Background: an optimization exercise with open tools, aiming at a short achievable clock period and few clock cycles. Do not read the settings as production practice.
RTL that was checked went through simulation tests only; none was proved equivalent to the original.
No functional check of the RTL was part of runs 1 to 3.
Power is estimated from default activity; no workload was simulated.

File: config.mk
export PLATFORM = sky130hd
export DESIGN_NAME = v33_exec_core
export DESIGN_NICKNAME = v33_exec_core
export VERILOG_FILES = /design/flow/design.v
export SDC_FILE = /design/flow/constraint.sdc
export NUM_CORES = 4
export LEC_CHECK = 0
export ABC_CLOCK_PERIOD_IN_PS = 1500
export CAP_MARGIN = 20
export CORE_MARGIN = 2
export CORE_UTILIZATION = 70
export SETUP_SLACK_MARGIN = 2.45
export SLEW_MARGIN = 20
export TNS_END_PERCENT = 100
File: constraint.sdc
create_clock -name core_clock -period 4.4 [get_ports {clk}]
set_input_delay 0.8800 -clock core_clock [delete_from_list [all_inputs] [get_ports {clk}]]
set_output_delay 0.8800 -clock core_clock [all_outputs]
set_load 0.01 [all_outputs]
File: design.v
`default_nettype none
package v33_pkg;
    localparam int WORD_W = 16;
    localparam int BYTE_W = 8;
    typedef struct packed {
        logic        out;         
        logic        out_dw;      
        logic        alu;         
        logic        flag;        
        logic [1:0]  flag_op;     
        logic        wide;        
        logic [2:0]  op;          
        logic [2:0]  dst;         
        logic [2:0]  src;         
        logic        a_reg;       
        logic        b_reg;       
        logic        b_imm;       
        logic        w_en;        
        logic        cvtbw;
        logic        cvtwl;
        logic        psw;
        logic [15:0] imm;
    } q_t;
    localparam int QW = 39;
    typedef struct packed {
        logic [15:0] rmask_rd;    
        logic [7:0]  rmask_ex;    
        logic        rflags;      
        q_t          q;
    } h_t;
    localparam int HW = 64;
    typedef struct packed {
        logic [15:0] a_lo;        
        logic [15:0] b_lo;        
        logic [7:0]  a_hi;        
        logic [7:0]  b_hi;        
        logic [15:0] wmask;       
        logic        wflags;      
        logic        out;
        logic        out_dw;
        logic        alu;
        logic        flag;
        logic [1:0]  flag_op;
        logic        wide;
        logic        k_arith;
        logic        k_or;
        logic        k_and;
        logic        k_xor;
        logic        sub;
        logic        use_cin;
        logic        b_imm;
        logic        cvtbw;
        logic        cvtwl;
        logic        psw;
        logic [15:0] imm;
    } rd_t;
    localparam int RW = 98;
endpackage
`default_nettype wire
`timescale 1ns/1ps
`default_nettype none
import v33_pkg::*;
module prefetch_queue #(
    parameter int IQ_DEPTH = 7
) (
    input  logic                       clk,
    input  logic                       reset,
    input  logic [v33_pkg::BYTE_W-1:0] code_byte,
    input  logic                       code_valid,
    output logic                       code_req,
    output logic [v33_pkg::HW-1:0]     head,
    output logic                       head_valid,
    input  logic                       pop
);
    logic       in_v;
    logic [7:0] in_b;
    logic       in_l1;    
    logic       in_l2;    
    logic [2:0] st;       
    logic       s_l2;     
    logic [7:0] s_b0;
    logic [7:0] s_b1;
    logic       complete;
    logic       i_v;
    logic [7:0] i_b0;
    logic [7:0] i_b1;
    logic [7:0] i_b2;
    logic [QW-1:0] dec;
    logic [QW-1:0] mem [IQ_DEPTH];
    logic [IQ_DEPTH-1:0] wsel;    
    logic [IQ_DEPTH-1:0] rsel;    
    logic [IQ_DEPTH-1:0] cnt;     
    logic [IQ_DEPTH-1:0] cnt_next;
    logic [QW-1:0] mem_head;
    v33_pkg::q_t mq;
    v33_pkg::h_t hn;
    logic [7:0] d_oh;
    logic [7:0] s_oh;
    logic wb;
    logic h_load;    
    function automatic [1:0] ilen(input [7:0] b);
        casez (b)
            8'b00???0??: ilen = 2'd2;
            8'b00???10?: ilen = b[0] ? 2'd3 : 2'd2;
            8'b1011????: ilen = b[3] ? 2'd3 : 2'd2;
            8'he6, 8'he7: ilen = 2'd2;
            default: ilen = 2'd1;
        endcase
    endfunction
    always_ff @(posedge clk) begin
        in_b <= code_byte;
        in_l1 <= ilen(code_byte) == 2'd1;
        in_l2 <= ilen(code_byte) == 2'd2;
        if (reset) begin
            in_v <= 1'b0;
            code_req <= 1'b1;
        end else begin
            in_v <= code_valid && code_req;
            code_req <= !cnt_next[IQ_DEPTH-4];
        end
    end
    assign complete = (st[0] && in_l1) || (st[1] && s_l2) || st[2];
    always_ff @(posedge clk) begin
        if (reset) begin
            st <= 3'b001;
            i_v <= 1'b0;
        end else begin
            if (in_v) begin
                st <= complete ? 3'b001 : {st[1:0], 1'b0};
            end
            i_v <= in_v && complete;
        end
    end
    always_ff @(posedge clk) begin
        if (in_v && st[0]) begin
            s_b0 <= in_b;
            s_l2 <= in_l2;
        end
        if (in_v && st[1]) begin
            s_b1 <= in_b;
        end
        i_b0 <= st[0] ? in_b : s_b0;
        i_b1 <= st[1] ? in_b : s_b1;
        i_b2 <= in_b;
    end
    instruction_decoder u_dec (
        .b0     (i_b0),
        .b1     (i_b1),
        .b2     (i_b2),
        .q_bits (dec)
    );
    always_ff @(posedge clk) begin
        for (int i = 0; i < IQ_DEPTH; i++) begin
            if (wsel[i]) begin
                mem[i] <= dec;  
            end
        end
    end
    assign h_load = (!head_valid || pop) && cnt[0];
    always_comb begin
        if (i_v && !h_load) begin
            cnt_next = {cnt[IQ_DEPTH-2:0], 1'b1};
        end else if (h_load && !i_v) begin
            cnt_next = {1'b0, cnt[IQ_DEPTH-1:1]};
        end else begin
            cnt_next = cnt;
        end
    end
    always_ff @(posedge clk) begin
        if (reset) begin
            wsel <= IQ_DEPTH'(1);
            rsel <= IQ_DEPTH'(1);
            cnt <= '0;
            head_valid <= 1'b0;
        end else begin
            if (i_v) begin
                wsel <= {wsel[IQ_DEPTH-2:0], wsel[IQ_DEPTH-1]};
            end
            if (h_load) begin
                rsel <= {rsel[IQ_DEPTH-2:0], rsel[IQ_DEPTH-1]};
            end
            cnt <= cnt_next;
            if (!head_valid || pop) begin
                head_valid <= cnt[0];
            end
        end
    end
    always_comb begin
        mem_head = '0;
        for (int i = 0; i < IQ_DEPTH; i++) begin
            mem_head = mem_head | ({QW{rsel[i]}} & mem[i]);
        end
    end
    assign mq = mem_head;
    assign wb = mq.wide || mq.out;
    always_comb begin
        for (int j = 0; j < 8; j++) begin
            d_oh[j] = mq.a_reg && mq.dst == 3'(j);
            s_oh[j] = mq.b_reg && mq.src == 3'(j);
        end
    end
    always_comb begin
        hn.q = mq;
        hn.rmask_rd = mq.wide ? {8'h00, d_oh} : {4'h0, d_oh[7:4], 4'h0, d_oh[3:0]};
        hn.rmask_rd = hn.rmask_rd | (wb ? {8'h00, s_oh} : {4'h0, s_oh[7:4], 4'h0, s_oh[3:0]});
        hn.rmask_ex = (mq.wide ? d_oh : 8'h00) | ((wb && !mq.cvtbw) ? s_oh : 8'h00)
            | {7'h00, mq.cvtwl};  
        hn.rflags = (mq.alu && (mq.op == 3'd2 || mq.op == 3'd3)) || mq.psw;
    end
    always_ff @(posedge clk) begin
        if (h_load) begin
            head <= hn;
        end
    end
endmodule
`default_nettype wire
`timescale 1ns/1ps
`default_nettype none
import v33_pkg::*;
module instruction_decoder (
    input  logic [7:0]              b0,
    input  logic [7:0]              b1,
    input  logic [7:0]              b2,
    output logic [v33_pkg::QW-1:0]  q_bits
);
    v33_pkg::q_t q;
    logic [2:0] dst;
    logic [2:0] src;
    logic [2:0] op;
    logic w;
    assign q_bits = q;
    assign op = b0[5:3];
    assign w = b0[0];
    assign dst = b0[1] ? b1[5:3] : b1[2:0];
    assign src = b0[1] ? b1[2:0] : b1[5:3];
    always_comb begin
        q = '0;
        q.wide = w;
        q.op = op;
        q.flag_op = {b0[3], b0[0]};
        q.out_dw = b0[3];
        q.imm = w ? {b2, b1} : {8'h00, b1};
        casez (b0)
            8'b00???0??: begin
                if (b1[7:6] == 2'b11) begin
                    q.alu = 1'b1;
                    q.dst = dst;
                    q.src = src;
                    q.a_reg = 1'b1;
                    q.b_reg = 1'b1;
                    q.w_en = op != 3'd7;
                end
            end
            8'b00???10?: begin
                q.alu = 1'b1;
                q.dst = 3'd0;
                q.a_reg = 1'b1;
                q.b_imm = 1'b1;
                q.w_en = op != 3'd7;
            end
            8'b1011????: begin
                q.wide = b0[3];
                q.imm = b0[3] ? {b2, b1} : {8'h00, b1};
                q.dst = b0[2:0];
                q.b_imm = 1'b1;
                q.w_en = 1'b1;
            end
            8'hf5, 8'hf8, 8'hf9: begin
                q.flag = 1'b1;
            end
            8'h98: begin
                q.wide = 1'b1;
                q.dst = 3'd0;  
                q.src = 3'd0;
                q.b_reg = 1'b1;  
                q.cvtbw = 1'b1;
                q.w_en = 1'b1;
            end
            8'h99: begin
                q.wide = 1'b1;
                q.dst = 3'd2;  
                q.cvtwl = 1'b1;
                q.w_en = 1'b1;
            end
            8'h9f: begin
                q.wide = 1'b0;
                q.dst = 3'd4;  
                q.psw = 1'b1;
                q.w_en = 1'b1;
            end
            8'he6, 8'he7, 8'hee, 8'hef: begin
                q.out = 1'b1;
                q.dst = 3'd0;
                q.src = 3'd2;
                q.a_reg = 1'b1;
                q.b_reg = b0[3];
                q.b_imm = !b0[3];
                q.imm = {8'h00, b1};
            end
            default: ;
        endcase
    end
endmodule
`default_nettype wire
`timescale 1ns/1ps
`default_nettype none
import v33_pkg::*;
module operand_stage (
    input  logic                       clk,
    input  logic                       reset,
    input  logic [v33_pkg::HW-1:0]     head,
    input  logic                       head_valid,
    output logic                       pop,
    output logic                       fire,
    output logic [v33_pkg::RW-1:0]     rd_bits,
    output logic [7:0]                 a_n,
    output logic [7:0]                 bs_n,
    output logic [7:0]                 b_hi_n,
    input  logic [15:0]                pg_w1,
    input  logic [7:0]                 pg_w2,
    input  logic [7:0]                 ex1_w2,
    output logic [63:0]                hi_flat,
    input  logic [15:0]                wmask1,
    input  logic [7:0]                 wval1,
    input  logic [7:0]                 wmask2,
    input  logic [7:0]                 wval2
);
    function automatic [7:0] onehot8(input [2:0] idx);
        for (int j = 0; j < 8; j++) begin
            onehot8[j] = idx == 3'(j);
        end
    endfunction
    function automatic [15:0] lo_sel(input [2:0] idx, input w);
        logic [7:0] oh;
        oh = onehot8(idx);
        if (w) begin
            lo_sel = {8'h00, oh};
        end else begin
            lo_sel = {4'h0, oh[7:4], 4'h0, oh[3:0]};
        end
    endfunction
    function automatic [7:0] hi_sel(input [2:0] idx, input w);
        hi_sel = w ? onehot8(idx) : 8'h00;
    endfunction
    function automatic [15:0] lanes(input [2:0] idx, input w);
        lanes = lo_sel(idx, w) | {hi_sel(idx, w), 8'h00};
    endfunction
    logic [7:0] lo [8];
    logic [7:0] hi [8];
    v33_pkg::h_t hh;
    v33_pkg::q_t hd;
    v33_pkg::rd_t nx;
    v33_pkg::rd_t rd;
    logic rd_valid;
    logic [1:0] hz;
    logic [15:0] p_w1;
    logic [7:0] p_w2;
    logic [7:0] pg_w2h;
    logic s3;
    logic s2;
    logic s1;
    logic advance;
    logic [7:0] a_lo;
    logic [7:0] b_lo;
    logic arith;
    logic [7:0] b_x;
    assign hh = head;
    assign hd = hh.q;
    assign rd = rd_bits;
    assign arith = !(hd.op == 3'd1 || hd.op == 3'd4 || hd.op == 3'd6);
    always_comb begin
        nx = '0;
        nx.a_lo = hd.a_reg ? lo_sel(hd.dst, hd.wide) : 16'h0;
        nx.a_hi = hd.a_reg ? hi_sel(hd.dst, hd.wide) : 8'h0;
        nx.b_lo = hd.b_reg ? lo_sel(hd.src, hd.wide || hd.out) : 16'h0;
        nx.b_hi = (hd.b_reg && !hd.cvtbw) ? hi_sel(hd.src, hd.wide || hd.out) : 8'h0;
        nx.wmask = hd.w_en ? lanes(hd.dst, hd.wide) : 16'h0;
        nx.wflags = hd.alu || hd.flag;
        nx.out = hd.out;
        nx.out_dw = hd.out_dw;
        nx.alu = hd.alu;
        nx.flag = hd.flag;
        nx.flag_op = hd.flag_op;
        nx.wide = hd.wide;
        nx.k_arith = hd.alu && arith;
        nx.k_or = !hd.alu || hd.op == 3'd1;
        nx.k_and = hd.alu && hd.op == 3'd4;
        nx.k_xor = hd.alu && hd.op == 3'd6;
        nx.sub = hd.alu && (hd.op == 3'd3 || hd.op == 3'd5 || hd.op == 3'd7);
        nx.use_cin = hd.alu && (hd.op == 3'd2 || hd.op == 3'd3);
        nx.b_imm = hd.b_imm;
        nx.cvtbw = hd.cvtbw;
        nx.cvtwl = hd.cvtwl;
        nx.psw = hd.psw;
        nx.imm = hd.imm;
    end
    assign p_w1 = rd.wide ? {8'h00, rd.wmask[7:0]} : rd.wmask;
    assign p_w2 = rd.wide ? rd.wmask[15:8] : 8'h00;
    assign pg_w2h = pg_w1[15:8] | pg_w2;
    assign s3 = fire && (|(p_w2 & hh.rmask_rd[15:8]));
    assign s2 = (fire && ((|(p_w1 & hh.rmask_rd)) || (|((p_w1[15:8] | p_w2) & hh.rmask_ex))))
        || (|(pg_w2 & hh.rmask_rd[15:8]));
    assign s1 = (fire && ((rd.wflags && hh.rflags) || (rd.out && hd.out)))
        || (|(pg_w1 & hh.rmask_rd)) || (|(pg_w2h & hh.rmask_ex))
        || (|(ex1_w2 & hh.rmask_rd[15:8]));
    assign fire = rd_valid && hz == 2'd0;
    assign advance = hz == 2'd0;
    assign pop = advance && head_valid;
    always_ff @(posedge clk) begin
        if (reset) begin
            rd_valid <= 1'b0;
            hz <= 2'd0;
        end else begin
            if (advance) begin
                rd_valid <= head_valid;
                hz <= !head_valid ? 2'd0 : s3 ? 2'd3 : s2 ? 2'd2 : s1 ? 2'd1 : 2'd0;
            end else begin
                hz <= hz - 2'd1;
            end
        end
    end
    always_ff @(posedge clk) begin
        if (advance) begin
            rd_bits <= nx;
        end
    end
    always_comb begin
        a_lo = {8{|(rd.a_lo & wmask1)}} & wval1;
        b_lo = {8{|(rd.b_lo & wmask1)}} & wval1;
        for (int j = 0; j < 8; j++) begin
            a_lo = a_lo | ({8{rd.a_lo[j] && !wmask1[j]}} & lo[j])
                | ({8{rd.a_lo[8 + j] && !wmask1[8 + j]}} & hi[j]);
            b_lo = b_lo | ({8{rd.b_lo[j] && !wmask1[j]}} & lo[j])
                | ({8{rd.b_lo[8 + j] && !wmask1[8 + j]}} & hi[j]);
        end
    end
    assign b_x = b_lo | ({8{rd.b_imm}} & rd.imm[7:0]);
    assign a_n = a_lo;
    assign bs_n = b_x ^ {8{rd.sub}};
    assign b_hi_n = ({8{rd.b_imm}} & rd.imm[15:8]) | {8{rd.cvtbw && b_lo[7]}};
    always_ff @(posedge clk) begin
        for (int j = 0; j < 8; j++) begin
            if (reset) begin
                lo[j] <= '0;
                hi[j] <= '0;
            end else begin
                if (wmask1[j]) begin
                    lo[j] <= wval1;
                end
                if (wmask1[8 + j]) begin
                    hi[j] <= wval1;  
                end
                if (wmask2[j]) begin
                    hi[j] <= wval2;
                end
            end
        end
    end
    always_comb begin
        for (int j = 0; j < 8; j++) begin
            hi_flat[8 * j +: 8] = hi[j];
        end
    end
endmodule
`default_nettype wire
`timescale 1ns/1ps
`default_nettype none
import v33_pkg::*;
module alu_execute (
    input  logic                       clk,
    input  logic                       reset,
    input  logic                       fire,
    input  logic [v33_pkg::RW-1:0]     rd_bits,
    input  logic [7:0]                 a_n,
    input  logic [7:0]                 bs_n,
    input  logic [7:0]                 b_hi_n,
    input  logic [63:0]                hi_flat,
    output logic [15:0]                pg_w1,
    output logic [7:0]                 pg_w2,
    output logic [7:0]                 ex1_w2,
    output logic [15:0]                wmask1,
    output logic [7:0]                 wval1,
    output logic [7:0]                 wmask2,
    output logic [7:0]                 wval2,
    output logic                       io_write,
    output logic [v33_pkg::WORD_W-1:0] io_addr,
    output logic [v33_pkg::WORD_W-1:0] io_data
);
    function automatic [15:0] prefix(input [7:0] p, input [7:0] g);
        logic [7:0] gg;
        logic [7:0] pp;
        logic [7:0] ng;
        logic [7:0] np;
        gg = g;
        pp = p;
        for (int l = 0; l < 3; l++) begin
            ng = gg;
            np = pp;
            for (int i = 0; i < 8; i++) begin
                if ((i >> l) & 1) begin
                    ng[i] = gg[i] | (pp[i] & gg[((i >> l) << l) - 1]);
                    np[i] = pp[i] & pp[((i >> l) << l) - 1];
                end
            end
            gg = ng;
            pp = np;
        end
        prefix = {pp, gg};
    endfunction
    v33_pkg::rd_t rd;
    logic [7:0] hi [8];
    logic [7:0] a0;
    logic [7:0] bs0;
    logic [7:0] bh0;
    logic [7:0] a_hi_sel0;
    logic [7:0] b_hi_sel0;
    logic wide0;
    logic k_arith0;
    logic k_or0;
    logic k_and0;
    logic k_xor0;
    logic sub0;
    logic use_cin0;
    logic alu0;
    logic flag0;
    logic [1:0] flag_op0;
    logic out0;
    logic cvtwl0;
    logic psw0;
    logic [7:0] cvt0;
    logic [7:0] p0;
    logic [7:0] g0;
    logic [15:0] pre0;
    logic [7:0] a_hi_r;
    logic [7:0] b_hi_r;
    logic [7:0] b_hi_s;
    logic [7:0] p1;
    logic [7:0] g1;
    logic [7:0] gg1;
    logic [7:0] pp1;
    logic [7:0] a_hi1;
    logic [7:0] b_hi1;
    logic [15:0] m1;
    logic wide1;
    logic k_arith1;
    logic k_or1;
    logic k_and1;
    logic k_xor1;
    logic sub1;
    logic use_cin1;
    logic alu1;
    logic flag1;
    logic [1:0] flag_op1;
    logic psw1;
    logic cin1;
    logic [8:0] c1;
    logic [7:0] res1;
    logic [7:0] p2n;
    logic [7:0] g2n;
    logic [7:0] p2;
    logic [7:0] g2;
    logic [7:0] gg2;
    logic [7:0] pp2;
    logic c2;
    logic ac2;
    logic wide2;
    logic k_arith2;
    logic k_or2;
    logic k_and2;
    logic k_xor2;
    logic sub2;
    logic alu2;
    logic flag2;
    logic [1:0] flag_op2;
    logic [8:0] cc2;
    logic [7:0] res2;
    logic f_cy;
    logic f_ac;
    logic [15:0] f_res;
    logic f_wide;
    logic f_lazy;
    logic f_z;
    logic f_s;
    logic f_p;
    logic [7:0] psw;
    assign rd = rd_bits;
    always_comb begin
        for (int j = 0; j < 8; j++) begin
            hi[j] = hi_flat[8 * j +: 8];
        end
    end
    always_ff @(posedge clk) begin
        if (reset) begin
            pg_w1 <= '0;
            pg_w2 <= '0;
            alu0 <= 1'b0;
            flag0 <= 1'b0;
            out0 <= 1'b0;
        end else begin
            pg_w1 <= fire ? (rd.wide ? {8'h00, rd.wmask[7:0]} : rd.wmask) : 16'h0;
            pg_w2 <= (fire && rd.wide) ? rd.wmask[15:8] : 8'h0;
            alu0 <= fire && rd.alu;
            flag0 <= fire && rd.flag;
            out0 <= fire && rd.out;
        end
    end
    always_ff @(posedge clk) begin
        a0 <= a_n;
        bs0 <= bs_n;
        bh0 <= b_hi_n;
        a_hi_sel0 <= rd.a_hi;
        b_hi_sel0 <= rd.b_hi;
        wide0 <= rd.wide;
        k_arith0 <= rd.k_arith;
        k_or0 <= rd.k_or;
        k_and0 <= rd.k_and;
        k_xor0 <= rd.k_xor;
        sub0 <= rd.sub;
        use_cin0 <= rd.use_cin;
        flag_op0 <= rd.flag_op;
        cvtwl0 <= rd.cvtwl;
        psw0 <= rd.psw;
    end
    assign cvt0 = {8{cvtwl0 && hi[0][7]}};
    assign p0 = (a0 ^ bs0) | cvt0;
    assign g0 = a0 & bs0;
    assign pre0 = prefix(p0, g0);
    always_comb begin
        a_hi_r = '0;
        b_hi_r = '0;
        for (int j = 0; j < 8; j++) begin
            a_hi_r = a_hi_r | ({8{a_hi_sel0[j]}} & hi[j]);
            b_hi_r = b_hi_r | ({8{b_hi_sel0[j]}} & hi[j]);
        end
    end
    assign b_hi_s = (b_hi_r | bh0 | cvt0) ^ {8{sub0 && wide0}};
    always_ff @(posedge clk) begin
        if (reset) begin
            io_write <= 1'b0;
        end else begin
            io_write <= out0;
        end
        io_addr <= {b_hi_r, bs0};  
        io_data <= {a_hi_r, a0};
    end
    always_ff @(posedge clk) begin
        if (reset) begin
            m1 <= '0;
            ex1_w2 <= '0;
            alu1 <= 1'b0;
            flag1 <= 1'b0;
        end else begin
            m1 <= pg_w1;
            ex1_w2 <= pg_w2;
            alu1 <= alu0;
            flag1 <= flag0;
        end
    end
    always_ff @(posedge clk) begin
        p1 <= p0;
        g1 <= g0;
        gg1 <= pre0[7:0];
        pp1 <= pre0[15:8];
        a_hi1 <= a_hi_r;
        b_hi1 <= b_hi_s;
        wide1 <= wide0;
        k_arith1 <= k_arith0;
        k_or1 <= k_or0;
        k_and1 <= k_and0;
        k_xor1 <= k_xor0;
        sub1 <= sub0;
        use_cin1 <= use_cin0;
        flag_op1 <= flag_op0;
        psw1 <= psw0;
    end
    assign f_z = f_lazy && (f_wide ? (f_res == 16'h0) : (f_res[7:0] == 8'h0));
    assign f_s = f_lazy && (f_wide ? f_res[15] : f_res[7]);
    assign f_p = f_lazy && ~^f_res[7:0];
    assign psw = {f_s, f_z, 1'b0, f_ac, 1'b0, f_p, 1'b1, f_cy};
    assign cin1 = sub1 ^ (use_cin1 && f_cy);
    always_comb begin
        c1[0] = cin1;
        for (int i = 0; i < 8; i++) begin
            c1[i + 1] = gg1[i] | (pp1[i] & cin1);
        end
    end
    assign res1 = ({8{k_arith1}} & (p1 ^ c1[7:0]))
        | ({8{k_or1}} & (p1 | g1))
        | ({8{k_and1}} & g1)
        | ({8{k_xor1}} & p1)
        | ({8{psw1}} & psw);
    assign p2n = a_hi1 ^ b_hi1;
    assign g2n = a_hi1 & b_hi1;
    always_ff @(posedge clk) begin
        if (reset) begin
            wmask1 <= '0;
            wmask2 <= '0;
            alu2 <= 1'b0;
            flag2 <= 1'b0;
        end else begin
            wmask1 <= m1;
            wmask2 <= ex1_w2;
            alu2 <= alu1;
            flag2 <= flag1;
        end
    end
    always_ff @(posedge clk) begin
        wval1 <= res1;
        p2 <= p2n;
        g2 <= g2n;
        {pp2, gg2} <= prefix(p2n, g2n);
        c2 <= c1[8];
        ac2 <= c1[4] ^ sub1;
        wide2 <= wide1;
        k_arith2 <= k_arith1;
        k_or2 <= k_or1;
        k_and2 <= k_and1;
        k_xor2 <= k_xor1;
        sub2 <= sub1;
        flag_op2 <= flag_op1;
    end
    always_comb begin
        cc2[0] = c2;
        for (int i = 0; i < 8; i++) begin
            cc2[i + 1] = gg2[i] | (pp2[i] & c2);
        end
    end
    assign res2 = ({8{k_arith2}} & (p2 ^ cc2[7:0]))
        | ({8{k_or2}} & (p2 | g2))
        | ({8{k_and2}} & g2)
        | ({8{k_xor2}} & p2);
    assign wval2 = res2;
    always_ff @(posedge clk) begin
        if (reset) begin
            f_cy <= 1'b0;
            f_ac <= 1'b0;
            f_res <= '0;
            f_wide <= 1'b0;
            f_lazy <= 1'b0;
        end else if (alu2) begin
            f_cy <= k_arith2 && ((wide2 ? cc2[8] : c2) ^ sub2);
            f_ac <= k_arith2 && ac2;
            f_res <= {res2, wval1};
            f_wide <= wide2;
            f_lazy <= 1'b1;
        end else if (flag2) begin
            f_cy <= flag_op2[1] ? flag_op2[0] : !f_cy;
        end
    end
endmodule
`default_nettype wire
`timescale 1ns/1ps
`default_nettype none
import v33_pkg::*;
module v33_exec_core #(
    parameter int IQ_DEPTH = 7
) (
    input  logic                       clk,
    input  logic                       reset,
    input  logic [v33_pkg::BYTE_W-1:0] code_byte,
    input  logic                       code_valid,
    output logic                       code_req,
    output logic                       io_write,
    output logic [v33_pkg::WORD_W-1:0] io_addr,
    output logic [v33_pkg::WORD_W-1:0] io_data
);
    logic [HW-1:0] head;
    logic head_valid;
    logic pop;
    logic fire;
    logic [RW-1:0] rd_bits;
    logic [7:0] a_n;
    logic [7:0] bs_n;
    logic [7:0] b_hi_n;
    logic [63:0] hi_flat;
    logic [15:0] pg_w1;
    logic [7:0] pg_w2;
    logic [7:0] ex1_w2;
    logic [15:0] wmask1;
    logic [7:0] wval1;
    logic [7:0] wmask2;
    logic [7:0] wval2;
    prefetch_queue #(
        .IQ_DEPTH(IQ_DEPTH)
    ) u_queue (
        .clk        (clk),
        .reset      (reset),
        .code_byte  (code_byte),
        .code_valid (code_valid),
        .code_req   (code_req),
        .head       (head),
        .head_valid (head_valid),
        .pop        (pop)
    );
    operand_stage u_operand (
        .clk        (clk),
        .reset      (reset),
        .head       (head),
        .head_valid (head_valid),
        .pop        (pop),
        .fire       (fire),
        .rd_bits    (rd_bits),
        .a_n        (a_n),
        .bs_n       (bs_n),
        .b_hi_n     (b_hi_n),
        .pg_w1      (pg_w1),
        .pg_w2      (pg_w2),
        .ex1_w2     (ex1_w2),
        .hi_flat    (hi_flat),
        .wmask1     (wmask1),
        .wval1      (wval1),
        .wmask2     (wmask2),
        .wval2      (wval2)
    );
    alu_execute u_execute (
        .clk      (clk),
        .reset    (reset),
        .fire     (fire),
        .rd_bits  (rd_bits),
        .a_n      (a_n),
        .bs_n     (bs_n),
        .b_hi_n   (b_hi_n),
        .hi_flat  (hi_flat),
        .pg_w1    (pg_w1),
        .pg_w2    (pg_w2),
        .ex1_w2   (ex1_w2),
        .wmask1   (wmask1),
        .wval1    (wval1),
        .wmask2   (wmask2),
        .wval2    (wval2),
        .io_write (io_write),
        .io_addr  (io_addr),
        .io_data  (io_data)
    );
endmodule
`default_nettype wire
File: flow/run.sh
#!/bin/bash
# Layout flow: the standard flow, with the port buffers made from
# sky130_fd_sc_hd__buf_4 instead of the resizer's default choice, which it
# does not resize afterwards.
set -e
export BUFFER_PORTS_ARGS="-buffer_cell sky130_fd_sc_hd__buf_4"
bash standard.sh > standard.log 2>&1
File: standard.sh
#!/bin/bash
# synth_recipe.tcl (not shown) runs the flow's synth.tcl, then flattens the netlist and writes it again
# the make line also repeats each setting of config.mk as NAME=value (left out here)
make -C /OpenROAD-flow-scripts/flow DESIGN_CONFIG=/design/flow/config.mk WORK_HOME=/design/flow/orfs CLKGATE_MAP_FILE= SYNTH_SCRIPT=/design/flow/synth_recipe.tcl "${@:-finish}"
==> impl_results.md, run 1 <==
* Status: finished clean
* Netlist cell types at 60
* Dominant cells by area after synthesis: edfxtp_1, dfxtp_1, a22oi_1
* Total grt overflow at 0
* Detailed-route via count at 22210
* Worst vdd ir at 0.0004337 V
* Max-slew headroom at 32.71%
* Core Box Area at around 45000 sq um
* Initial antenna violation count at 1
* Initial Util at 70.83%
* Depth of the CTS H-tree at 3
* Peak Freq at 0.4771 GHz
* Final setup TNS at 0 ns
* CP Capture Type: register
* Drt total wl at about 93 mm
* Die area at 47650 sq um
* Total track usage at 37.28%
* Global-route wire length before repair at 132.0 mm
* Via density at 6.942
* # port buffers at between 40 and 50
* Critical path required time at 4.87 ns
* Pwr Density at 497.7 nW/um^2
* Die H at 218.3 um
* CTS sink cnt at between 800 and 900
* EDFF count, synth at 415
* Mean Syn Cell Area at 12.92 sq um
* Worst r2r src: u_queue.i_b0[7]$_DFF_P_
* Dpl hpwl at 54.19 mm
* Clock latency (worst-skew pair) at around 0.66 ns
* Synth-to-layout area growth at 14.48%
* Post-synthesis async set-or-reset flop share at 0%
* Final Hold Vio Count at 0
* Synth Cell Area at ~32000 sq um
* Crit path time final at 2.096 ns
* Clock slew at reported path FFs at 0.06 ns
* MaxCap Viol Count at 0
* Syn nets at 2523
* Root Buffer: clkbuf_16
* Met3 Use GR at 5.971%
* Antenna-violating nets left at 0
* Post-Place Setup Slack at 1.857 ns
* Clk buf depth at 3
* GR Util met1 at 46.25%
* FP Rows at 78
* Main synth FF type: dfxtp_1
* Share of the synthesized area in the top cell type at around 39%
* Skew final at approximately 0.023 ns
* Total CTS buffers at 84
* DR pass1 iterations at 10
* Worst Tran Pin Value at 1.007 ns
* Grt met2 use at 63.25%
* TritonCTS clock tree: done
* WHS Endpoint: u_execute.use_cin1$_DFF_P_
* Placer Congestion at 1.010
* Vias in the first global route at 21560
* Static Leak at 13.41 nW
* Layout cells sized above 1 at roughly 17%
* Final setup viols at 0
* Io pins at between 40 and 50
* Hold WC Path Type: reg2reg
* Die width at about 220 um
* Initial DRC Count at 3184
* WL/cell at 28.95 um
* CP Launch Type: register
* Detailed-route DRC error count at 0
* Post-CTS Hold Fix Bufs at 0
* Layout Nets at about 2600
* Fin crit share at 47.64%
* Post-Synthesis Cells at roughly 2500
* RSZ-0062 raised after global routing: yes
* Max-slew violations at 0
* Worst Hold Depth at 0
* Crit path max fanout at 8
* R2R depth at 5
* Crit path DAT at about 2.6 ns
* Reg2reg end: u_queue.mem[5][27]$_DFFE_PP_
* Critical Setup Path Class: reg2reg
* Layer carrying the most global-route usage: met2
* Register-to-register setup slack at 2.30 ns
* Yosys top cell by area: edfxtp_1
* # diodes at 0
* Seq/Total Area, Yosys at 68.16%
* Worst setup margin at 2.304 ns
* Synth warn at 8
* Hold Startpoint: u_execute.use_cin0$_DFF_P_
* Largest net degree at the start of global routing at 120
* Synth Register Bits at 887
-- per-stage QoR --
step	hold WS (ns)	utilization [%]	area, sq um	power (mW)	instances
4_1_cts	0.3239	79.81	36220	18.17	3167
6_report	0.3243	81.09	36800	18.31	3199
2_1_floorplan	0.3096	-	32170	10.19	2488
3_5_place_dp	0.3121	72.31	32810	10.75	2984
5_1_grt	0.3320	81.09	36800	18.76	3199
3_3_place_gp	0.3110	72.27	32800	10.70	2982
-- area by class of cell --
cell class                 count  area (sq um)
timing repair buffer         126          1237
timing repair inverter         1         7.507
sequential                   887         22050
clock buffer                 109          2316
tap                          600         750.7
fill                        2403          8581
clock inverter                49         549.3
multi-input combinational   1384          9723
inverter                      43         165.2
-- repair_timing --
item	in CTS	in global routing
endpoints found under the setup margin	264	210
cloned	1	4
resized for setup	134	75
buffers inserted	24	27
pin swaps	11	34
-- layout by cell type (no fill, tap or decap), types with 8 or more instances in the layout --
| master | synthesis | layout |
|---|---|---|
| edfxtp_1 | 415 | 415 |
| dfxtp_1 | 472 | 406 |
| nor2_1 | 175 | 166 |
| a22oi_1 | 162 | 160 |
| nor2b_1 | 154 | 147 |
| a211oi_1 | 143 | 143 |
| clkbuf_16 | 0 | 88 |
| nand2_1 | 81 | 79 |
| mux2i_1 | 78 | 78 |
| buf_4 | 0 | 76 |
| a222oi_1 | 54 | 54 |
| a21oi_1 | 50 | 49 |
| a221oi_1 | 51 | 46 |
| dfxtp_2 | 0 | 43 |
| a22o_1 | 41 | 41 |
| inv_1 | 41 | 38 |
| buf_6 | 0 | 37 |
| nand3_1 | 43 | 36 |
| and2_1 | 37 | 33 |
| nand4_1 | 30 | 30 |
| nor3_1 | 26 | 26 |
| o21ai_0 | 30 | 24 |
| dfxtp_4 | 0 | 23 |
| ha_1 | 24 | 21 |
| a21o_1 | 19 | 19 |
| clkinv_2 | 0 | 19 |
| xnor2_1 | 18 | 17 |
| xor2_1 | 17 | 17 |
| nand2b_1 | 17 | 17 |
| or2_2 | 16 | 16 |
| mux2_2 | 16 | 16 |
| and3_1 | 21 | 15 |
| clkbuf_1 | 141 | 13 |
| clkbuf_8 | 0 | 12 |
| o22ai_1 | 10 | 10 |
| o21ai_1 | 5 | 9 |
| bufinv_16 | 0 | 9 |
| o2111ai_1 | 9 | 8 |
-- synthesized netlist by cell type, types with 5 or more instances --
master and instances:
dfxtp_1 472, edfxtp_1 415, nor2_1 175, a22oi_1 162
nor2b_1 154, a211oi_1 143, clkbuf_1 141, nand2_1 81
mux2i_1 78, a222oi_1 54, a221oi_1 51, a21oi_1 50
nand3_1 43, a22o_1 41, inv_1 41, and2_1 37
nand4_1 30, o21ai_0 30, buf_1 27, nor3_1 26
ha_1 24, and3_1 21, a21o_1 19, xnor2_1 18
nand2b_1 17, xor2_1 17, mux2_2 16, or2_2 16
o22ai_1 10, o2111ai_1 9, a31oi_1 6, buf_2 6
or3_1 6, o21ai_1 5
-- worst max path at each step --
stage / start / cells past startpoint / end
2_1_floorplan: u_operand.hz[0]$_SDFF_PP0_ / 6 / u_operand.hz[0]$_SDFF_PP0_
3_3_place_gp: u_execute.wmask1[0]$_SDFF_PP0_ / 6 / u_execute.bh0[0]$_DFF_P_
3_5_place_dp: u_execute.wmask1[0]$_SDFF_PP0_ / 6 / u_execute.bh0[2]$_DFF_P_
4_1_cts: u_queue.head[42]$_DFFE_PP_ / 6 / u_operand.hz[0]$_SDFF_PP0_
5_1_grt: u_queue.head[42]$_DFFE_PP_ / 6 / u_operand.hz[0]$_SDFF_PP0_
6_report: u_queue.i_b0[7]$_DFF_P_ / 5 / u_queue.mem[5][27]$_DFFE_PP_
-- cells by family after synthesis --
| kind of cell | share of synthesized area (%) |
|---|---|
| AO/OA/AOI/OAI | 14.48 |
| buffers and inverters | 2.557 |
| flip-flops | 68.16 |
| multiplexers | 2.989 |
| adder cells (fa/ha/maj) | 0.9342 |
| XOR/XNOR | 0.9536 |
| AND/OR/NAND/NOR | 9.922 |
-- sequential cells by signal, summed over array words and instances (netlist names), 16 cells and up --
register and flops:
u_execute.f_res 16, u_execute.io_addr 16, u_execute.m1 16, u_execute.pg_w1 16, u_execute.wmask1 16, u_operand.hi 64, u_operand.lo 64, u_operand.rd_bits 81
u_queue.head 58, u_queue.mem 259
-- where the power goes --
part	internal (mW)	switching (mW)
sequential	9.06	0.513
clock	4.30	3.20
combinational	0.469	0.775
total	13.8	4.49
-- per-layer routing --
| metal | vias up | share of wire [%] | wire [um] |
|---|---|---|---|
| met4 | 2 | 6.1 | 5691 |
| met5 | - | 0.014 | 13 |
| met2 | 1549 | 50 | 46230 |
| li1 | 9496 | - | - |
| met3 | 379 | 8.7 | 8097 |
| met1 | 10780 | 35 | 32590 |
-- critical path, stage by stage, from the launching register on --
cell	delay [ns]
dfxtp_2	0.41
nor2b_1	0.29
nand4b_1	0.27
or2_2	0.46
nor2_4	0.23
or2_2	0.26
==> inputs of run 2 (changes only) <==
--- a/config.mk
+++ b/config.mk
@@ -8,7 +8,7 @@
 export ABC_CLOCK_PERIOD_IN_PS = 1500
 export CAP_MARGIN = 20
 export CORE_MARGIN = 2
-export CORE_UTILIZATION = 70
+export CORE_UTILIZATION = 62
 export SETUP_SLACK_MARGIN = 2.45
 export SLEW_MARGIN = 20
 export TNS_END_PERCENT = 100
==> run 2 against run 1 <==
Against the previous run:
- still clean
- global-route usage down 4.8 points
- via count is 3.4% lower
- flip-flop and latch count is the same
- synthesized area stayed put
==> impl_results.md, run 2 <==
* Status: finished clean
* Synth-to-layout area growth at 16.08%
* Depth of the CTS H-tree at 3
* Final setup TNS at 0 ns
* Clock slew at reported path FFs at 0.06 ns
* # port buffers at 44
* Netlist cell types at 60
* DP Area at roughly 33000 sq um
* Worst Tran Pin Value at 1.078 ns
* Total CTS buffers at 86
* Static Leak at 13.62 nW
* EDFF count, synth at 415
* Biggest regs: u_queue.mem: 259 flops, u_operand.rd_bits: 81 flops
* Fillers at 3361
* Root Buffer: clkbuf_16
* Antenna-violating nets left at 0
* MaxCap Viol Count at 0
* Worst path cell trace: a22o_1 > a221oi_2 > nand3_1 > o311a_1 > or3_4 > a2111oi_4
* Gate power share at approximately 7.0%
* Design area at 37310 sq um
* Initial Util at 62.66%
* Dominant cells by area after synthesis: edfxtp_1, dfxtp_1, a22oi_1
* Pwr Density at 495.4 nW/um^2
* Drt total wl at 87.11 mm
* Crit path DAT at 2.63 ns
* Seq/Total Area, Yosys at approximately two thirds
* Io pins at 45
* Initial antenna violation count at 0
* Worst Path Buf+Inv at 0
* Crit path time final at 2.085 ns
* Hold Startpoint: u_execute.k_or0$_DFF_P_
* Detailed-route via count at 21450
* Critical Setup Path Class: reg2reg
* Placer Congestion at 0.9853
* Post-synthesis async set-or-reset flop share at 0%
* Peak Freq at 0.4795 GHz
* Final Power at 18.49 mW
* R2R depth at 6
* Reg2reg end: u_operand.hz[0]$_SDFF_PP0_
* RSZ-0062 raised after global routing: yes
* FP Rows at 83
* Most frequent cell after synthesis: dfxtp_1
* TritonCTS clock tree: done
* Max-slew headroom at 27.96%
* Share of the synthesized area in the top cell type at 38.77%
* Reg with most FFs: u_queue.mem
* Slowest cell on crit path: edfxtp_1
* Dpl hpwl at 56.38 mm
* Synth Register Bits at 887
* Initial DRC Count at 2678
* Die H at 231.7 um
* Final Hold Vio Count at 0
* Commonest non-fill, non-tap cell in the layout: edfxtp_1
* Synth warn at 8
* Commonest cells after routing, fill and taps aside: edfxtp_1, dfxtp_1, nor2_1
* Hold WC Path Type: reg2reg
* Register-to-register setup slack at roughly 2.3 ns
* Core Box Area at slightly above 50000 sq um
* Synth Cell Area at 32140 sq um
* Worst r2r src: u_queue.head[42]$_DFFE_PP_
* CP Capture Type: register
* Max-slew violations at 0
* CP max stage delay at between 0.3 and 0.4 ns
* Via density at 6.489
* Die area at approximately 54000 sq um
* Global-route wire length before repair at 130.1 mm
* Vias in the first global route at 20990
* Worst vdd ir at 0.0003674 V
* CTS sink cnt at 887
* Layout cells sized above 1 at 17.82%
* Syn nets at around 2500
* Layout Nets at between 2000 and 3000
* Main synth FF type: dfxtp_1
* Clk buf depth at 3
* Critical path required time at 4.94 ns
* CP Launch Type: register
* Post-Synthesis Cells at 2488
* Yosys top cell by area: edfxtp_1
* Max reg flops at 259
* CP top delay family: compound AO/OA/AOI/OAI gates
* Total grt overflow at 0
* Sw Share at 24.09%
* Worst Hold Depth at 0
* Skew final at roughly 0.022 ns
* Flop pwr share at 51.6%
* WL/cell at about 26 um
* # diodes at 0
* Detailed-route DRC error count at 0
* WHS Endpoint: u_execute.k_or1$_DFF_P_
* Post-synth top cells: dfxtp_1, edfxtp_1, nor2_1, a22oi_1, nor2b_1
* DR pass1 iterations at 8
* Clock latency (worst-skew pair) at 0.65 ns
* Largest net degree at the start of global routing at 191
* Crit path max fanout at 2
* Die width at 231.7 um
* Final setup viols at 0
* Clock Power Share at 41.4%
* Mean Syn Cell Area at around 13 sq um
* Switch Pwr at 4.453 mW
* Total track usage at 32.51%
* P_int at about 14 mW
* Fin crit share at 47.40%
run 2: cell counts after synthesis:
Identical to the previous run, type by type.
run 2: cells by family (layout without fill, tap and decap cells):
kind of cell,after synthesis,count (layout),share of synthesized area (%)
buf+inv,217,353,2.557
fa+ha+maj,24,24,0.9342
compound gates,608,608,14.48
xor+xnor,35,35,0.9536
mux,94,94,2.989
simple gates,623,625,9.922
flops,887,887,68.16
run 2: stage by stage:
step                utilization [%]  hold slack, ns  instances  setup WS, ns
floorplan                         -          0.3096       2488         1.586
global placement              64.23          0.3108       3069         1.790
detailed placement            64.24          0.3121       3070         1.735
CTS                           71.78          0.3164       3276         2.335
global route                  72.73          0.3246       3306         2.252
finish                        72.73          0.3221       3306         2.315
run 2: timing repair:
| action | 4_1_cts | 5_1_grt |
|---|---|---|
| pin swaps | 16 | 39 |
| hold buffers | 0 | 0 |
| gates cloned | 7 | 2 |
| setup endpoints to repair | 350 | 222 |
| buffers inserted | 37 | 28 |
| gates resized for setup | 156 | 70 |
run 2: power groups by stage:
stage	sequential, mW	combinational (mW)	clock (mW)
4_1_cts	9.52	1.20	7.71
3_5_place_dp	9.71	1.07	0
6_report	9.54	1.30	7.64
2_1_floorplan	9.39	0.810	0
3_3_place_gp	9.69	1.04	0
5_1_grt	9.56	1.39	8.06
run 2: worst register-to-register path, cell delays in order (launching register included):
cell and delay [ns]:
edfxtp_1 0.39, a22o_1 0.25, a221oi_2 0.16, nand3_1 0.11
o311a_1 0.33, or3_4 0.39, a2111oi_4 0.34
run 2: how the worst max path moves through the flow:
stage | start | endpoint | slack (ns) | cells after the start
2_1_floorplan | u_operand.hz[0]$_SDFF_PP0_ | u_operand.hz[0]$_SDFF_PP0_ | 1.59 | 6
3_3_place_gp | u_operand.hz[1]$_SDFF_PP0_ | u_queue.cnt[5]$_SDFFE_PP0P_ | 1.79 | 10
3_5_place_dp | u_operand.hz[1]$_SDFF_PP0_ | u_queue.cnt[3]$_SDFF_PP0_ | 1.73 | 7
4_1_cts | u_queue.head[42]$_DFFE_PP_ | u_operand.hz[0]$_SDFF_PP0_ | 2.33 | 6
5_1_grt | u_queue.head[42]$_DFFE_PP_ | u_operand.hz[0]$_SDFF_PP0_ | 2.25 | 6
6_report | u_queue.head[42]$_DFFE_PP_ | u_operand.hz[0]$_SDFF_PP0_ | 2.31 | 6
run 2: layout make-up:
cell class / instances / area [sq um] / area share (%)
timing repair inverter: 2 / 12.51 / 0.03353
multi-input combinational: 1386 / 9779 / 26.21
timing repair buffer: 146 / 1453 / 3.893
inverter: 43 / 173.9 / 0.4661
clock buffer: 112 / 2455 / 6.579
tap: 680 / 850.8 / 2.280
sequential: 887 / 22050 / 59.09
clock inverter: 50 / 541.8 / 1.452
run 2: metal layers:
| layer | global-route usage, % | vias to the layer above | share of wire [%] |
|---|---|---|---|
| met1 | 40.56 | 10550 | 38 |
| met2 | 53.94 | 1083 | 49 |
| met4 | 17.87 | 0 | 5.8 |
| met5 | 0 | - | 0 |
| met3 | 5.857 | 259 | 6.9 |
| li1 | - | 9556 | - |
==> inputs of run 3 (changes only) <==
--- a/design.v
+++ b/design.v
@@ -61,7 +61,7 @@
 `default_nettype none
 import v33_pkg::*;
 module prefetch_queue #(
-    parameter int IQ_DEPTH = 7
+    parameter int IQ_DEPTH = 9
 ) (
     input  logic                       clk,
     input  logic                       reset,
@@ -116,7 +116,7 @@
             code_req <= 1'b1;
         end else begin
             in_v <= code_valid && code_req;
-            code_req <= !cnt_next[IQ_DEPTH-4];
+            code_req <= !cnt[IQ_DEPTH-5];
         end
     end
     assign complete = (st[0] && in_l1) || (st[1] && s_l2) || st[2];
@@ -352,7 +352,7 @@
     v33_pkg::rd_t nx;
     v33_pkg::rd_t rd;
     logic rd_valid;
-    logic [1:0] hz;
+    logic [2:0] hz;
     logic [15:0] p_w1;
     logic [7:0] p_w2;
     logic [7:0] pg_w2h;
@@ -403,19 +403,19 @@
     assign s1 = (fire && ((rd.wflags && hh.rflags) || (rd.out && hd.out)))
         || (|(pg_w1 & hh.rmask_rd)) || (|(pg_w2h & hh.rmask_ex))
         || (|(ex1_w2 & hh.rmask_rd[15:8]));
-    assign fire = rd_valid && hz == 2'd0;
-    assign advance = hz == 2'd0;
+    assign fire = rd_valid && !hz[0];
+    assign advance = !hz[0];
     assign pop = advance && head_valid;
     always_ff @(posedge clk) begin
         if (reset) begin
             rd_valid <= 1'b0;
-            hz <= 2'd0;
+            hz <= 3'b000;
         end else begin
             if (advance) begin
                 rd_valid <= head_valid;
-                hz <= !head_valid ? 2'd0 : s3 ? 2'd3 : s2 ? 2'd2 : s1 ? 2'd1 : 2'd0;
+                hz <= {3{head_valid}} & {s3, s3 || s2, s3 || s2 || s1};
             end else begin
-                hz <= hz - 2'd1;
+                hz <= {1'b0, hz[2:1]};
             end
         end
     end
@@ -753,7 +753,7 @@
 `default_nettype none
 import v33_pkg::*;
 module v33_exec_core #(
-    parameter int IQ_DEPTH = 7
+    parameter int IQ_DEPTH = 9
 ) (
     input  logic                       clk,
     input  logic                       reset,
--- a/config.mk
+++ b/config.mk
@@ -8,7 +8,7 @@
 export ABC_CLOCK_PERIOD_IN_PS = 1500
 export CAP_MARGIN = 20
 export CORE_MARGIN = 2
-export CORE_UTILIZATION = 62
+export CORE_UTILIZATION = 65
 export SETUP_SLACK_MARGIN = 2.45
 export SLEW_MARGIN = 20
 export TNS_END_PERCENT = 100
==> run 3 against run 2 <==
Against the previous run:
- synthesized cell count rose by 4.9%
- clock power rose by 6.4%
- non-clock buffer count rose by 10
- first-iteration DRC count rose by 19%
- die area rose by 4.3%
- global-route usage rose by 1.2 points
- synthesized area rose by 9.4%
- utilization rose by 3.2 points
- critical path depth rose by 2
- via count rose by 8.8%
- worst hold slack improved by 0.0053 ns
- count of clock-buffer cells in the layout rose by 16
- critical path type unchanged
- largest cell class unchanged
- largest power group unchanged
- highest routed layer unchanged
==> impl_results.md, run 3 <==
* Clock slew at reported path FFs at 0.06 ns
* Die H at between 200 and 250 um
* Critical Setup Path Class: reg2reg
* Largest family of logic cells by synthesized area: compound AO/OA/AOI/OAI gates
* Synth-to-layout area growth at 15.71%
* Initial antenna violation count at 1
* Final setup viols at 0
* Biggest regs: u_queue.mem: 333 flops, u_operand.rd_bits: 81 flops
* Final setup TNS at 0 ns
* Pwr Density at 445.1 nW/um^2
* DR pass1 iterations at 9
* Max-slew violations at 0
* CTS sink cnt at around 970
* Crit path DAT at 2.56 ns
* Placer Congestion at approximately 0.96
* Yosys top cell by area: edfxtp_1
* Switch Pwr at between 3 and 4 mW
* Detailed-route via count at 23340
* Main synth FF type: edfxtp_1
* Area share of fa/ha/maj cells after synthesis at 0.8184%
* Dominant cells by area after synthesis: edfxtp_1, dfxtp_1, a22oi_1
* Clock latency (worst-skew pair) at 0.67 ns
* Critical path required time at 4.87 ns
* Hold WC Path Type: reg2reg
* Sw Share at between 20% and 30%
* Synth Register Bits at 968
* Crit path max fanout at 9
* Fillers at 3244
* MaxCap Viol Count at 0
* Clk buf depth at 3
* Io pins at 45
* Largest net degree at the start of global routing at 184
* Most used cell along the critical path: buf_12
* Flop pwr share at 53.0%
* # port buffers at 44
* Commonest non-fill, non-tap cell in the layout: edfxtp_1
* Max reg flops at 333
* Layout Nets at 2709
* Clock Power Share at 44.9%
* Worst vdd ir at 0.0004103 V
* Final Hold Vio Count at 0
* Crit path time final at 2.087 ns
* Status: finished clean
* Seq/Total Area, Yosys at 69.03%
* Total CTS buffers at 92
* Drt total wl at 96.63 mm
* FP Rows at 85
* P_int at about 14 mW
* Initial Util at roughly two thirds
* RSZ-0062 raised after global routing: yes
* Fin crit share at between 40% and 50%
* Post-synthesis compound-gate area fraction at 14.23%
* Vias in the first global route at around 23000
* Commonest cells after routing, fill and taps aside: edfxtp_1, dfxtp_1, nor2_1
* Antenna-violating nets left at 0
* Post-synthesis async set-or-reset flop share at 0%
* Worst path cell trace: buf_12 > buf_4 > a222oi_1 > nand3_1 > a221oi_4 > buf_12 > o21ai_4 > o32ai_2
* Syn nets at roughly 2600
* Static Leak at 14.70 nW
* Slowest cell on crit path: dfxtp_4
* Mean Syn Cell Area at 13.47 sq um
* Skew final at 0.02089 ns
* Root Buffer: clkbuf_16
* Simple-gate share of the synthesized area at 9.263%
* CP Launch Type: register
* Detailed-route DRC error count at 0
* Post-synth top cells: edfxtp_1, dfxtp_1, nor2_1, a22oi_1, nor2b_1
* Gate power share at 2.1%
* Worst setup margin at 2.313 ns
* XOR/XNOR Fraction of Synth Area at less than 1%
* Post-Place Setup Slack at 1.724 ns
* Layout cells sized above 1 at 18.69%
* Peak Freq at 0.4791 GHz
* Via density at 6.764
* WL/cell at between 20 and 30 um
* Netlist cell types at just under 70
* Dpl hpwl at 58.22 mm
* # diodes at 0
* Synth warn at 8
* Die area at 55970 sq um
* Most frequent cell after synthesis: edfxtp_1
* Depth of the CTS H-tree at 3
* Global-route wire length before repair at 141.5 mm
* Mux share of post-synthesis cell area at 3.217%
* Core Box Area at approximately 54000 sq um
* CP max stage delay at ~0.35 ns
* Synth Cell Area at about 35000 sq um
* Max-slew headroom at 25.52%
* Post-Synthesis Cells at ~2600
* Worst Tran Pin Value at 1.116 ns
* EDFF count, synth at 489
* Total grt overflow at 0
* Reg with most FFs: u_queue.mem
* Share of the synthesized area in the top cell type at 41.76%
* Total track usage at 33.74%
* TritonCTS clock tree: done
* Initial DRC Count at 3180
* Die width at roughly 240 um
* CP Capture Type: register
[run 3: timing repair]
item	in CTS	in global routing
endpoints found under the setup margin	385	263
hold buffers	0	0
pin swaps	20	44
buffers inserted	40	34
endpoints found under the hold margin	0	0
gates cloned	6	1
gates resized for setup	160	89
[run 3: metal layers]
layer  up-vias  GRT usage, %  routed length (um)
met1     11380         42.62               35640
met3       360         6.808                8359
li1      10140             -                   -
met5         -             0                   0
met4         0         17.30                5447
met2      1472         55.66               47190
[run 3: final cells by class]
type | instances | area, sq um | share of cell area, %
well taps | 696 | 870.8 | 2.140
flip-flops and latches | 968 | 24400 | 59.98
repair buffers | 156 | 1614 | 3.967
inverters | 33 | 142.6 | 0.3506
multi-input cells | 1423 | 10470 | 25.72
clock buffers | 128 | 2681 | 6.590
clock inverters | 46 | 501.7 | 1.233
repair inverters | 1 | 5.005 | 0.01230
[run 3: kinds of logic (layout without fill, tap and decap cells)]
logic type / Yosys count / count (layout)
adders and majority gates: 23 / 23
and+or+nand+nor: 618 / 619
DFF: 968 / 968
AOI/OAI and AO/OA: 635 / 635
xor gates and xnor gates: 35 / 35
buffers and inverters: 221 / 364
muxes: 111 / 111
[run 3: stage by stage]
step / hold WS (ns) / instance area (sq um) / cells / utilization (%) / power [mW]
finish: 0.3274 / 40690 / 3451 / 75.91 / 18.11
global route: 0.3140 / 40690 / 3451 / 75.91 / 18.56
CTS: 0.3178 / 40020 / 3416 / 74.67 / 18.11
detailed placement: 0.3128 / 35880 / 3196 / 66.94 / 10.10
global placement: 0.3140 / 35880 / 3196 / 66.93 / 10.08
floorplan: 0.3096 / 35180 / 2611 / - / 9.969
[run 3: power groups by stage]
stage | Clock (mW) | Combinational, mW | Sequential (mW)
finish | 8.13 | 0.377 | 9.60
CTS | 8.18 | 0.326 | 9.60
global route | 8.55 | 0.399 | 9.61
detailed placement | 0 | 0.290 | 9.80
global placement | 0 | 0.281 | 9.80
floorplan | 0 | 0.198 | 9.77
[run 3: path summary, 6_finish.rpt]
check,from,end,slack (ns),cells after the start
hold / removal,u_execute.k_xor0$_DFF_P_,u_execute.k_xor1$_DFF_P_,0.33,0
setup reg to reg,u_queue.rsel[3]$_SDFFE_PP0P_,u_queue.head[43]$_DFFE_PP_,2.31,8
setup / recovery,u_queue.rsel[3]$_SDFFE_PP0P_,u_queue.head[43]$_DFFE_PP_,2.31,8
hold reg to reg,u_execute.k_xor0$_DFF_P_,u_execute.k_xor1$_DFF_P_,0.33,0
[run 3: critical path: cells and delay by family, from the launching register on]
family | cells | cell delay (ns)
compound gates | 4 | 0.95
flops | 1 | 0.35
buf+inv | 3 | 0.43
simple gates | 1 | 0.17
==> inputs of run 4 (changes only) <==
--- a/design.v
+++ b/design.v
@@ -61,7 +61,7 @@
 `default_nettype none
 import v33_pkg::*;
 module prefetch_queue #(
-    parameter int IQ_DEPTH = 9
+    parameter int IQ_DEPTH = 8
 ) (
     input  logic                       clk,
     input  logic                       reset,
@@ -116,7 +116,7 @@
             code_req <= 1'b1;
         end else begin
             in_v <= code_valid && code_req;
-            code_req <= !cnt[IQ_DEPTH-5];
+            code_req <= !cnt_next[IQ_DEPTH-4];
         end
     end
     assign complete = (st[0] && in_l1) || (st[1] && s_l2) || st[2];
@@ -753,7 +753,7 @@
 `default_nettype none
 import v33_pkg::*;
 module v33_exec_core #(
-    parameter int IQ_DEPTH = 9
+    parameter int IQ_DEPTH = 8
 ) (
     input  logic                       clk,
     input  logic                       reset,
==> run 4 against run 3 <==
Against the previous run:
- power is 4.9% lower
- cell area down 5.3%
- wire length decreased by 6.8%
- critical endpoint is now io_data[9]
- critical path type is now reg2out
- utilization decreased by 0.82 points
- still clean
- worst hold slack hardly changed
==> impl_results.md, run 4 <==
* Largest net degree at the start of global routing at approximately 130
* Crit path time final at about 2 ns
* Critical path depth in cells at 1
* Vias in the first global route at 21770
* CP top delay family: flip-flops
* Crit. Startpoint: u_execute.a_hi1[1]$_DFF_P_
* # port buffers at 44
* Clock Power Share at 44.7%
* Clock slew at reported path FFs at 0.06 ns
* Dpl hpwl at between 50 and 60 mm
* DR pass1 iterations at 10
* CP max stage delay at between 0.3 and 0.4 ns
* Yosys top cell by area: edfxtp_1
* Slowest cell on crit path: dfxtp_4
* Antenna-violating nets left at 0
* TritonCTS clock tree: done
* Die area at around 54000 sq um
* CP Launch Type: register
* Most frequent cell after synthesis: dfxtp_1
* Final Hold Vio Count at 0
* Post-synthesis async set-or-reset flop share at 0%
* Total track usage at 33.40%
* Peak Freq at approximately 0.50 GHz
* Clk buf depth at 3
* Max-slew violations at 0
* CTS sink cnt at 928
* Io pins at 45
* Worst r2r src: u_execute.bs0[0]$_DFF_P_
* Final design utilization at 75.08%
* Layout Nets at 2663
* Fin crit share at 45.34%
* Main synth FF type: dfxtp_1
* EDFF count, synth at 452
* Layout cells sized above 1 at 15.58%
* Clock latency (worst-skew pair) at 0.64 ns
* Status: finished clean
* P_int at between 10 and 15 mW
* Synth-to-layout area growth at 14.00%
* Post-Place Setup Slack at 1.795 ns
* Critical Setup Path Class: reg2out
* Via density at 6.659
* FP Rows at 83
* Skew final at 0.01981 ns
* Sw Share at approximately a fifth
* Initial Util at 65.86%
* Crit path DAT at around 1.1 ns
* Final setup TNS at 0 ns
* Worst Path Buf+Inv at 1
* Reg with most FFs: u_queue.mem
* # diodes at 0
* Post-CTS Hold Fix Bufs at 0
* Drt total wl at 90.09 mm
* Hold WC Path Type: reg2reg
* WL/cell at about 27 um
* Critical path required time at ~3.5 ns
* Max reg flops at 296
* Reg2reg end: u_execute.gg1[7]$_DFF_P_
* Global-route wire length before repair at 134.1 mm
* Register-to-register setup slack at ~2.5 ns
* Post-Synthesis Cells at 2603
* Detailed-route via count at 22520
* MaxCap Viol Count at 0
* Total grt overflow at 0
* Max-slew headroom at 23.16%
* Netlist cell types at 62
* Synth Register Bits at 928
* Syn nets at 2638
* Depth of the CTS H-tree at 3
* R2R depth at 5
* Commonest non-fill, non-tap cell in the layout: edfxtp_1
* Die width at ~230 um
* Core Box Area at between 50000 and 60000 sq um
* Seq/Total Area, Yosys at 68.37%
* RSZ-0062 raised after global routing: yes
* Worst Tran Pin Value at 1.151 ns
* Gate power share at 2.0%
* Critical path endpoint: io_data[9]
* Flop pwr share at roughly 53%
* Pwr Density at 447.0 nW/um^2
* Hold slack final at 0.3276 ns
* Worst setup margin at ~2.4 ns
* Commonest cells after routing, fill and taps aside: edfxtp_1, dfxtp_1, a22oi_1
* Worst path cell trace: buf_6
* Total CTS buffers at 89
* Synth Cell Area at roughly 34000 sq um
* Dominant cells by area after synthesis: edfxtp_1, dfxtp_1, a22oi_1
* Static Leak at 13.78 nW
* CP Capture Type: output port
* Worst vdd ir at 0.0004294 V
* Switch Pwr at 3.479 mW
* Share of the synthesized area in the top cell type at between 40 and 50%
* Biggest regs: u_queue.mem: 296 flops, u_operand.rd_bits: 81 flops
* Root Buffer: clkbuf_16
* Final setup viols at 0
* Synth warn at 8
* Die H at 232.0 um
* Initial antenna violation count at 0
* Initial DRC Count at 2819
* Placer Congestion at 0.9969
* Post-synth top cells: dfxtp_1, edfxtp_1, a22oi_1, nor2b_1, nor2_1
* Mean Syn Cell Area at 12.98 sq um
* Fillers at ~3300
* Crit path max fanout at 2
* Detailed-route DRC error count at 0
## run 4: cell types whose count changed in the layout (fill, tap and decap cells not counted), moves of 13 or more
| cell | change |
|---|---|
| a22oi_1 | +104 |
| a222oi_1 | -37 |
| edfxtp_1 | -37 |
| nand3_1 | -34 |
| nand4_1 | +34 |
| mux2i_1 | -33 |
| nor2b_1 | +33 |
| a22o_1 | -30 |
| nand2_1 | +29 |
| a21oi_1 | +28 |
| buf_4 | -22 |
| a221oi_1 | -20 |
| buf_6 | -13 |
## run 4: timing repair
action                                  4_1_cts  5_1_grt
pin swaps                                     5       11
endpoints found under the setup margin      289      192
gates cloned                                  4        1
resized for setup                           154       53
setup buffers                                17       19
## run 4: power by group through the flow
stage                     clock [mW]  sequential (mW)  combinational (mW)
final                           7.70             9.18               0.338
after global routing            8.12             9.19               0.363
after CTS                       7.79             9.19               0.297
after detailed placement           0             9.38               0.285
after global placement             0             9.37               0.276
after floorplan                    0             9.35               0.192
## run 4: layout make-up
class	instances	area, sq um	area share [%]
clock buffer	125	2608	6.769
clock inverter	40	405.4	1.052
inverter	29	128.9	0.3346
multi-input combinational	1462	10100	26.22
sequential	928	23250	60.37
tap	680	850.8	2.209
timing repair buffer	115	1151	2.988
timing repair inverter	3	22.52	0.05847
## run 4: cells by family after synthesis
family          after synthesis  share of synthesized area (%)
fa+ha+maj                    24                         0.8887
mux                          79                          2.403
simple gates                666                          10.55
buf+inv                     213                          2.492
flops                       928                          68.37
compound gates              658                          14.37
xor+xnor                     35                         0.9295
## run 4: per-stage QoR
| stage | total power [mW] | cell area, sq um | cells |
|---|---|---|---|
| after floorplan | 9.544 | 33820 | 2603 |
| after global placement | 9.651 | 34530 | 3175 |
| after detailed placement | 9.666 | 34530 | 3175 |
| after CTS | 17.28 | 38170 | 3361 |
| after global routing | 17.67 | 38520 | 3382 |
| final | 17.22 | 38520 | 3382 |
## run 4: worst min-delay path by stage
stage	to	slack [ns]	cells past startpoint	startpoint
2_1_floorplan	u_execute.flag_op1[0]$_DFF_P_	0.31	0	u_execute.flag_op0[0]$_DFF_P_
3_3_place_gp	u_execute.k_arith1$_DFF_P_	0.31	0	u_execute.k_arith0$_DFF_P_
3_5_place_dp	u_execute.flag_op2[1]$_DFF_P_	0.31	0	u_execute.flag_op1[1]$_DFF_P_
4_1_cts	u_execute.flag_op2[1]$_DFF_P_	0.33	0	u_execute.flag_op1[1]$_DFF_P_
5_1_grt	u_queue.in_b[0]$_DFF_P_	0.33	1	code_byte[0]
6_report	u_execute.wide2$_DFF_P_	0.33	0	u_execute.wide1$_DFF_P_
## run 4: layer usage
layer	wire (um)	track usage, %
met1	34540	43.58
met2	43280	54.77
met3	7941	5.980
met4	4323	15.50
met5	0	0
Testbench counts of run 4, summed over its fixed seeds: cycles 44,855.
==> inputs of run 5 (changes only) <==
--- a/design.v
+++ b/design.v
@@ -640,8 +640,8 @@
         end else begin
             io_write <= out0;
         end
-        io_addr <= {b_hi_r, bs0};  
-        io_data <= {a_hi_r, a0};
+        io_addr <= {16{out0}} & {b_hi_r, bs0};  
+        io_data <= {16{out0}} & {a_hi_r, a0};
     end
     always_ff @(posedge clk) begin
         if (reset) begin
==> run 5 against run 4 <==
Against the previous run:
- critical endpoint is now code_req
- clock power is 2% lower
- first-iteration DRC count fell by 1.3%
- setup slack better by 0.0011 ns
- clock skew rose by 0.0028 ns
- utilization shrank 1.1 points
- die area increased by 1.1%
- wire length increased by 0.20%
- sequential share of layout area grew 0.24 points
- non-clock buffer count shrank 10
- largest cell class unchanged
==> impl_results.md, run 5 <==
* Layout Nets at 2683
* EDFF count, synth at 452
* Detailed-route via count at 22530
* Switch Pwr at 3.493 mW
* Synth warn at 8
* Total CTS buffers at between 80 and 90
* Total track usage at 33.21%
* Worst path cell trace: buf_6
* Skew final at ~0.023 ns
* Hold WC Path Type: reg2reg
* Clock Power Share at about 44%
* Clock slew at reported path FFs at 0.06 ns
* Depth of the CTS H-tree at 3
* Critical Setup Path Class: reg2out
* Crit path time final at between 1.5 and 2 ns
* Largest net degree at the start of global routing at 136
* TritonCTS clock tree: done
* Yosys top cell by area: edfxtp_1
* MaxCap Viol Count at 0
* Initial DRC Count at 2783
* Crit path DAT at 1.11 ns
* Worst vdd ir at 0.0004567 V
* Initial Util at between 60% and 70%
* CP Capture Type: output port
* Synth Register Bits at ~940
* Gate power share at approximately 1.8%
* Biggest regs: u_queue.mem: 296 flops, u_operand.rd_bits: 81 flops
* Global-route wire length before repair at 134.1 mm
* Clk buf depth at 3
* Core Box Area at around 52000 sq um
* Final setup viols at 0
* Antenna-violating nets left at 0
* Total grt overflow at 0
* Detailed-route DRC error count at 0
* Root Buffer: clkbuf_16
* Netlist cell types at 61
* Most frequent cell after synthesis: dfxtp_1
* Layout cells sized above 1 at 14.29%
* RSZ-0062 raised after global routing: yes
* FP Rows at 84
* Final Hold Vio Count at 0
* Die H at between 200 and 250 um
* Placer Congestion at 1.006
* Synth-to-layout area growth at 13.07%
* Commonest non-fill, non-tap cell in the layout: edfxtp_1
* DR pass1 iterations at 9
* Final setup TNS at 0 ns
* Sw Share at 20.39%
* Post-synthesis async set-or-reset flop share at 0%
* Synth Cell Area at 34150 sq um
* Post-Synthesis Cells at roughly 2600
* Status: finished clean
* Commonest cells after routing, fill and taps aside: edfxtp_1, dfxtp_1, a22oi_1
* # port buffers at 44
* Die area at 54390 sq um
* Reg with most FFs: u_queue.mem
* P_int at around 14 mW
* Io pins at 45
* CP max stage delay at between 0.3 and 0.4 ns
* Syn nets at between 2000 and 3000
* Static Leak at 13.72 nW
* Initial antenna violation count at 1
* Fillers at 3302
* Mean Syn Cell Area at about 13 sq um
* Slowest cell on crit path: dfxtp_4
* Drt total wl at ~90 mm
* Post-CTS Hold Fix Bufs at 0
* Flop pwr share at 54.0%
* Peak Freq at 0.5016 GHz
* CP top delay family: flip-flops
* Max-slew violations at 0
==> run 5: cell count changes after synthesis, sizes merged, moves of 3 or more <==
cell     before  now
and2         38   69
clkbuf      137  123
buf          47   60
mux2i        62   74
nand2        89   77
a21oi        68   57
dfxtp       476  484
o2111ai       0    8
inv          28   35
nand4        62   55
nor2b       167  160
o21ai        34   39
nand4b        4    1
==> run 5: stage by stage <==
stage,cells,total power [mW],util (%),setup WS (ns),hold slack (ns)
2_1_floorplan,2633,9.613,-,2.381,0.3096
3_3_place_gp,3214,9.718,66.87,1.863,0.3123
3_5_place_dp,3215,9.733,66.88,1.719,0.3138
4_1_cts,3389,17.19,73.30,2.372,0.3174
5_1_grt,3410,17.58,73.93,2.371,0.3310
6_report,3411,17.13,73.93,2.406,0.3196
==> run 5: area by class of cell <==
cell class / count / area (sq um) / area share [%]
Sequential cell: 936 / 23400 / 60.60
Multi-Input combinational cell: 1478 / 10250 / 26.53
Clock buffer: 131 / 2600 / 6.732
Timing Repair Buffer: 105 / 1012 / 2.621
Tap cell: 688 / 860.8 / 2.229
Clock inverter: 34 / 326.6 / 0.8456
Inverter: 36 / 151.4 / 0.3920
Timing Repair inverter: 2 / 13.76 / 0.03564
Antenna cell: 1 / 2.502 / 0.006480
==> run 5: power by group through the flow <==
stage	Clock (mW)	Combinational, mW	Sequential (mW)
after detailed placement	0	0.275	9.46
after global placement	0	0.266	9.45
final	7.57	0.302	9.26
after CTS	7.64	0.288	9.26
after floorplan	0	0.190	9.42
after global routing	7.99	0.326	9.26
==> run 5: worst paths after layout <==
check	startpoint	to	slack (ns)	cells past startpoint
hold / removal	u_execute.flag_op1[0]$_DFF_P_	u_execute.flag_op2[0]$_DFF_P_	0.32	0
setup reg to reg	u_queue.rsel[6]$_SDFFE_PP0P_	u_queue.head[58]$_DFFE_PP_	2.48	5
hold reg to reg	u_execute.flag_op1[0]$_DFF_P_	u_execute.flag_op2[0]$_DFF_P_	0.32	0
setup / recovery	u_queue.code_req$_SDFF_PP1_	code_req	2.41	1
==> run 5: kinds of logic (layout without fill, tap and decap cells) <==
| family | Yosys count | count (layout) | share of synthesized area [%] |
|---|---|---|---|
| flip-flops | 936 | 936 | 68.11 |
| AO/OA/AOI/OAI | 659 | 659 | 14.32 |
| AND/OR/NAND/NOR | 670 | 670 | 10.57 |
| buffers and inverters | 219 | 308 | 2.502 |
| other | 0 | 1 | 0 |
| XOR/XNOR | 35 | 35 | 0.9195 |
| adder cells (fa/ha/maj) | 24 | 24 | 0.8792 |
| multiplexers | 90 | 90 | 2.696 |
==> run 5: timing repair <==
action | 4_1_cts | 5_1_grt
gates resized for setup | 136 | 45
cloned | 2 | 0
setup buffers | 7 | 19
pin swaps | 5 | 8
hold endpoints to repair | 0 | 0
endpoints found under the setup margin | 294 | 178
==> run 5: layer usage <==
metal | vias up | GRT usage (%) | part of all wire (%)
met4 | 0 | 16.88 | 4.9
met5 | - | 0 | 0
met1 | 11110 | 42.60 | 39
met2 | 1173 | 54.20 | 48
met3 | 280 | 6.299 | 8.2
li1 | 9972 | - | -
Testbench counts of run 5, summed over its fixed seeds: cycles 44,855.

Setup slack of run 5, layout unchanged: 2.406 ns with ideal ports, 2.345 ns with driving cells assumed (clock clkbuf_16, inputs buf_2), 1.952 ns with port delays also shifted by the 0.700 ns mid clock arrival.
